Context: an optimization exercise on an open-source flow, tuned for small area, a short achievable clock period and few clock cycles. The choices shown serve that exercise and are no tape-out recipe. The RTL was checked by simulation tests, not by an equivalence proof against the original design.

### run.sh
#!/bin/bash
# synth_recipe.tcl (not shown) runs the flow's synth.tcl, then flattens the netlist and writes it again
# the make line also repeats each setting of config.mk as NAME=value (left out here)
make -C /OpenROAD-flow-scripts/flow DESIGN_CONFIG=/design/flow/config.mk WORK_HOME=/design/flow/orfs CLKGATE_MAP_FILE= SYNTH_SCRIPT=/design/flow/synth_recipe.tcl finish
### config.mk
export PLATFORM = sky130hd
export DESIGN_NAME = muldiv_unit_p
export DESIGN_NICKNAME = muldiv_unit_p
export VERILOG_FILES = /design/flow/design.v
export SDC_FILE = /design/flow/constraint.sdc
export NUM_CORES = 4
export LEC_CHECK = 0
export CAP_MARGIN = 20
export CORE_MARGIN = 2
export CORE_UTILIZATION = 40
export SLEW_MARGIN = 20
### constraint.sdc
create_clock -name core_clock -period 13.0 [get_ports {clk}]
set_input_delay 2.6000 -clock core_clock [delete_from_list [all_inputs] [get_ports {clk}]]
set_output_delay 2.6000 -clock core_clock [all_outputs]
set_load 0.01 [all_outputs]
### design.v
module muldiv_unit_p #(
    parameter int WIDTH   = 32,
    parameter int MUL_LAT = 5
) (
    input  logic             clk,
    input  logic             reset,
    input  logic             start,
    input  logic [2:0]       op,
    input  logic [WIDTH-1:0] src_a,
    input  logic [WIDTH-1:0] src_b,
    input  logic             cancel,
    input  logic             wr_en,
    input  logic             wr_hi,
    input  logic [WIDTH-1:0] wr_data,
    output logic             busy,
    output logic             done,
    output logic [WIDTH-1:0] hi,
    output logic [WIDTH-1:0] lo
);
    localparam int MAX_LAT = (WIDTH > MUL_LAT) ? WIDTH : MUL_LAT;
    localparam int CW      = $clog2(MAX_LAT + 1);
    localparam logic [CW-1:0] MUL_LAST = CW'(MUL_LAT - 1);
    localparam logic [CW-1:0] DIV_LAST = CW'(WIDTH - 1);
    typedef enum logic [1:0] {IDLE, MUL, DIV} state_t;
    state_t           state, state_next;
    logic [CW-1:0]    count;
    logic [2:0]       op_q;
    logic [WIDTH-1:0] a_q, b_q;
    logic [WIDTH-1:0] rem, quo, dmag;
    logic             accept, last, commit;
    logic             start_sdiv, a_neg_in, b_neg_in;
    logic [WIDTH-1:0] amag_in, bmag_in;
    logic [WIDTH:0]   shifted, diff;
    logic [WIDTH-1:0] rem_n, quo_n;
    logic [2*WIDTH-1:0] ext_a, ext_b, product, acc, mul_res;
    logic [WIDTH-1:0] res_hi, res_lo;
    logic             sdiv, smul;
    assign busy   = (state != IDLE);
    assign accept = (state == IDLE) && start && !cancel;
    assign last   = ((state == MUL) && (count == MUL_LAST)) ||
                    ((state == DIV) && (count == DIV_LAST));
    assign commit = last && !cancel;
    always_ff @(posedge clk or posedge reset) begin
        if (reset) state <= IDLE;
        else       state <= state_next;
    end
    always_comb begin
        state_next = state;
        case (state)
            IDLE: if (accept) state_next = (op[2:1] == 2'b01) ? DIV : MUL;
            MUL, DIV: if (cancel || last) state_next = IDLE;
            default: state_next = IDLE;
        endcase
    end
    always_comb begin
        start_sdiv = (op[2:1] == 2'b01) && !op[0];
        a_neg_in   = start_sdiv && src_a[WIDTH-1];
        b_neg_in   = start_sdiv && src_b[WIDTH-1];
        amag_in    = a_neg_in ? (~src_a + WIDTH'(1)) : src_a;
        bmag_in    = b_neg_in ? (~src_b + WIDTH'(1)) : src_b;
    end
    always_comb begin
        shifted = {rem, quo[WIDTH-1]};
        diff    = shifted - {1'b0, dmag};
        if (!diff[WIDTH]) begin
            rem_n = diff[WIDTH-1:0];
            quo_n = {quo[WIDTH-2:0], 1'b1};
        end else begin
            rem_n = shifted[WIDTH-1:0];
            quo_n = {quo[WIDTH-2:0], 1'b0};
        end
    end
    always_comb begin
        smul    = !op_q[0];
        sdiv    = !op_q[0];
        ext_a   = {{WIDTH{smul & a_q[WIDTH-1]}}, a_q};
        ext_b   = {{WIDTH{smul & b_q[WIDTH-1]}}, b_q};
        product = ext_a * ext_b;
        acc     = {hi, lo};
        case (op_q[2:1])
            2'b10:   mul_res = acc + product;
            2'b11:   mul_res = acc - product;
            default: mul_res = product;
        endcase
        if (state == DIV) begin
            if (b_q == '0) begin
                res_hi = a_q;
                res_lo = '1;
            end else begin
                res_lo = (sdiv && (a_q[WIDTH-1] ^ b_q[WIDTH-1])) ? (~quo_n + WIDTH'(1)) : quo_n;
                res_hi = (sdiv && a_q[WIDTH-1]) ? (~rem_n + WIDTH'(1)) : rem_n;
            end
        end else begin
            res_hi = mul_res[2*WIDTH-1:WIDTH];
            res_lo = mul_res[WIDTH-1:0];
        end
    end
    always_ff @(posedge clk or posedge reset) begin
        if (reset) begin
            count <= '0;
            op_q  <= '0;
            a_q   <= '0;
            b_q   <= '0;
            rem   <= '0;
            quo   <= '0;
            dmag  <= '0;
            hi    <= '0;
            lo    <= '0;
            done  <= 1'b0;
        end else begin
            done <= commit;
            if (accept) begin
                op_q  <= op;
                a_q   <= src_a;
                b_q   <= src_b;
                count <= '0;
                rem   <= '0;
                quo   <= amag_in;
                dmag  <= bmag_in;
            end else if (state != IDLE) begin
                count <= count + CW'(1);
                if (state == DIV) begin
                    rem <= rem_n;
                    quo <= quo_n;
                end
            end
            if (commit) begin
                hi <= res_hi;
                lo <= res_lo;
            end else if ((state == IDLE) && wr_en && !accept) begin
                if (wr_hi) hi <= wr_data;
                else       lo <= wr_data;
            end
        end
    end
endmodule
==> run notes <==
per-stage QoR:
step                hold slack, ps  cell area (sq um)
floorplan                      450              59200
global placement               466              62900
detailed placement             470              62900
CTS                            484              64100
global route                   510              64300
finish                         480              64300
worst min-delay path: stages, from the launching register on:
cell and delay (ps):
dfrtp_1 340, nand2_1 40, o21ai_0 60
how the worst max path moves through the flow:
stage                         end                 from  slack [ps]  cells past startpoint
2_1_floorplan  hi[31]$_DFFE_PP0P_  a_q[31]$_DFFE_PP0P_        1900                     49
3_3_place_gp   hi[28]$_DFFE_PP0P_  a_q[11]$_DFFE_PP0P_           4                     41
3_5_place_dp   hi[28]$_DFFE_PP0P_  a_q[11]$_DFFE_PP0P_         140                     41
4_1_cts        hi[28]$_DFFE_PP0P_  a_q[11]$_DFFE_PP0P_         130                     41
5_1_grt        hi[19]$_DFFE_PP0P_  dmag[0]$_DFFE_PP0P_          70                     43
6_report       hi[19]$_DFFE_PP0P_  dmag[0]$_DFFE_PP0P_         520                     43
layout by cell type, fill, tap and decap left out, drive strengths merged, types with 9 or more instances in the layout:
master / n
nand2: 1168
o311ai: 9
nor2: 233
ha: 318
o31ai: 41
o41ai: 9
dfrtp: 235
nand3: 85
nand2b: 39
o211ai: 39
and3: 32
mux2i: 113
mux2: 10
and4: 9
or3: 29
xnor2: 194
o21a: 26
nand4: 42
or2: 24
and2: 399
nor3: 68
o221ai: 31
a21boi: 9
xor2: 133
o21ai: 305
a31oi: 55
nor2b: 29
a21o: 62
clkdlybuf4s50: 170
fa: 1127
buf: 151
o22ai: 9
a211oi: 31
a221oi: 10
inv: 1202
clkbuf: 41
a21oi: 257
nor4: 28
o21bai: 24
logic make-up (layout without fill, tap and decap cells):
group           count (synthesis)  count (layout)  synth area share
other cells                     0               2                 0
fa+ha+maj                    1445            1445             0.449
flops                         235             235            0.0994
simple gates                 2218            2218             0.174
xor+xnor                      327             327            0.0484
buf+inv                      1615            1580             0.103
compound gates                995             995             0.106
mux                           123             123            0.0210
area by class of cell:
| class | instances | area, sq um |
|---|---|---|
| Timing Repair Buffer | 321 | 2900 |
| Antenna cell | 2 | 5.00 |
| Inverter | 1201 | 4520 |
| Multi-Input combinational cell | 5108 | 47300 |
| Clock buffer | 41 | 873 |
| Sequential cell | 235 | 5920 |
| Clock inverter | 17 | 308 |
| Tap cell | 1930 | 2410 |
| Fill cell | 14600 | 83100 |
registers in the layout (all words and copies together) (netlist names):
name   count
a_q       32
dmag      32
hi        32
lo        32
quo       32
rem       32
b_q       31
count      6
op_q       3
state      2
done       1
synthesized netlist by cell type, types with 8 or more instances:
library cell / n / share of area
a211oi_1: 31 / 0.0039
a21boi_0: 8 / 0.0010
a21o_1: 62 / 0.0079
a21oi_1: 255 / 0.022
a221oi_1: 10 / 0.0015
a31oi_1: 55 / 0.0058
and2_1: 396 / 0.042
and3_1: 32 / 0.0034
and4_1: 8 / 0.0012
buf_1: 18 / 0.0011
clkbuf_1: 393 / 0.025
dfrtp_1: 235 / 0.099
fa_1: 1127 / 0.38
ha_1: 318 / 0.067
inv_1: 1198 / 0.076
mux2_2: 9 / 0.0017
mux2i_1: 113 / 0.019
nand2_1: 1168 / 0.074
nand2b_1: 39 / 0.0041
nand3_1: 85 / 0.0072
nand3b_1: 8 / 0.0010
nand4_1: 41 / 0.0043
nor2_1: 233 / 0.015
nor2b_1: 29 / 0.0031
nor3_1: 67 / 0.0057
nor3b_1: 8 / 0.0010
nor4_1: 27 / 0.0029
o211ai_1: 39 / 0.0049
o21a_1: 26 / 0.0033
o21ai_0: 291 / 0.025
o21ai_1: 13 / 0.0011
o21bai_1: 24 / 0.0030
o221ai_1: 31 / 0.0046
o22ai_1: 9 / 0.00095
o311ai_0: 9 / 0.0013
o31a_1: 8 / 0.0012
o31ai_1: 41 / 0.0052
o41ai_1: 9 / 0.0013
or2_2: 23 / 0.0024
or3_1: 29 / 0.0031
xnor2_1: 194 / 0.029
xor2_1: 133 / 0.020
what timing repair did:
action / CTS / global route
setup endpoints to repair: 0 / 19
buffers inserted: 0 / 2
gates resized for setup: 0 / 38
metal layers:
metal	vias up	track usage
met5	-	0
met4	8	0.0942
met3	340	0.0373
met2	1786	0.446
met1	25000	0.361
li1	21600	-
==> run notes <==
CTS root buf=clkbuf_16; Final #Nets=8448; die area=151000 sq um; Worst Tran Pin Value=1120 ps; worst r2r dst=hi[19]$_DFFE_PP0P_; Syn-to-layout area delta=8.61%; post-route insts no fill=8855; Final Util=0.436; vias in the first global route=50000; global route overflow=0; Die Wd=389 um; Routed WL=203 mm; Worst path slowest cell=a2111oi_0; Vias=48800; hold buffer count at cts=0; sequential-to-total area share from yosys stat=0.0994; Setup CP Type=reg -> reg; Cells on Worst Hold Path=2; DRC violations left=0; Highest Signal Layer=met5; Ys Warns=1; CP Buf/Inv Count=7; core box area=147000 sq um; clock buffer depth=3; Post-synth top flop=dfrtp_1; FMAX=80.2 MHz; final HPWL from detailed placement=168 mm; Max-Cap Viols=0; Final WS setup=524 ps; Worst-Skew Late Latency=620 ps; Worst EP required=13450 ps; CTS tree=done; Setup TNS Final=0 ps; met2 wire length=96.5 mm; Worst Path Max Fanout=31; Mapped Cells=6958; Synth async-reset ratio=1.00; Final Max Slew Viols=0; crit path DAT=12930 ps; FF+latch count, synth=235; status=no timing/DRC/antenna violations; HP Class=reg -> reg; I/O pins=171; period utilisation layout=0.960; share of cells above drive strength 1=0.0455; Via density=5.51; Mean Syn Cell Area=8.50 sq um; post-synth cell types=94; HP Start=dmag[15]$_DFFE_PP0P_; Num CTS Buffers=31; Routed wire per std cell=22.9 um; Reg-to-Reg Start=dmag[0]$_DFFE_PP0P_; First-pass DRT Iterations=6; most used cell, CP=fa_1; max incr delay on CP=800 ps; die height=389 um; Finish-stage setup viols=0; Rel. slew slack=0.243; Row Count=141; metal3 WL=13.6 mm; Initial Util=0.402; H-Tree Depth=1; startpoint types=flip-flop; initial antenna violation count=7; R2R depth=43; drt initial violations=3938; Layout Skew=28.2 ps; Syn Nets=8508; pre-CTS WS=143 ps; first-pass GRT wire length=311 mm; Final ANT Viol Nets=0; final hold violations=0; Post-synth EDFFs=0; Port-buffer cells=170; delay-heaviest family, CP=adder cells; Clock transition at path regs=60 ps; unrepaired setup endpoints after global routing=false; hold endpoint=dmag[15]$_DFFE_PP0P_; Reg2Reg Setup Slack=520 ps; total track usage=0.269; largest net degree at the start of global routing=114; CP Capture Type=flip-flop; Final min period=12480 ps; met1 WL=84.3 mm; Cell Area, Synth=59200 sq um; GP Congestion=0.985; clock sinks=235; Cells after DPL=8792
Testbench counts, summed over its fixed seeds: cycles 75,132.

## re-timing with driven ports
The results above use ideal ports. As a check the final layout listed here was re-extracted and re-timed, cells and wires unchanged.
Step 1 (the two cells are an assumption about what drives the block):
set clk [get_ports {clk}]
set_driving_cell -lib_cell sky130_fd_sc_hd__clkbuf_16 $clk
set_driving_cell -lib_cell sky130_fd_sc_hd__buf_2 [delete_from_list [all_inputs] $clk]
Step 2 moves the port delays by t, midway between the first and last clock arrival at a register: inputs arrive t later, outputs are due t later. That takes back most of the time a late clock gives input paths.
Slacks: no drivers / after step 1 / after step 2; pairs: no drivers / after step 1.
t (ns): 0.663
setup slack, ns: 0.524 / 0.524 / 0.524
worst setup path after step 2: register to register
After both steps setup and hold are still met in this run. The setup slack of this run moves by 0.000 ns with the drivers and by 0.000 ns with both steps.
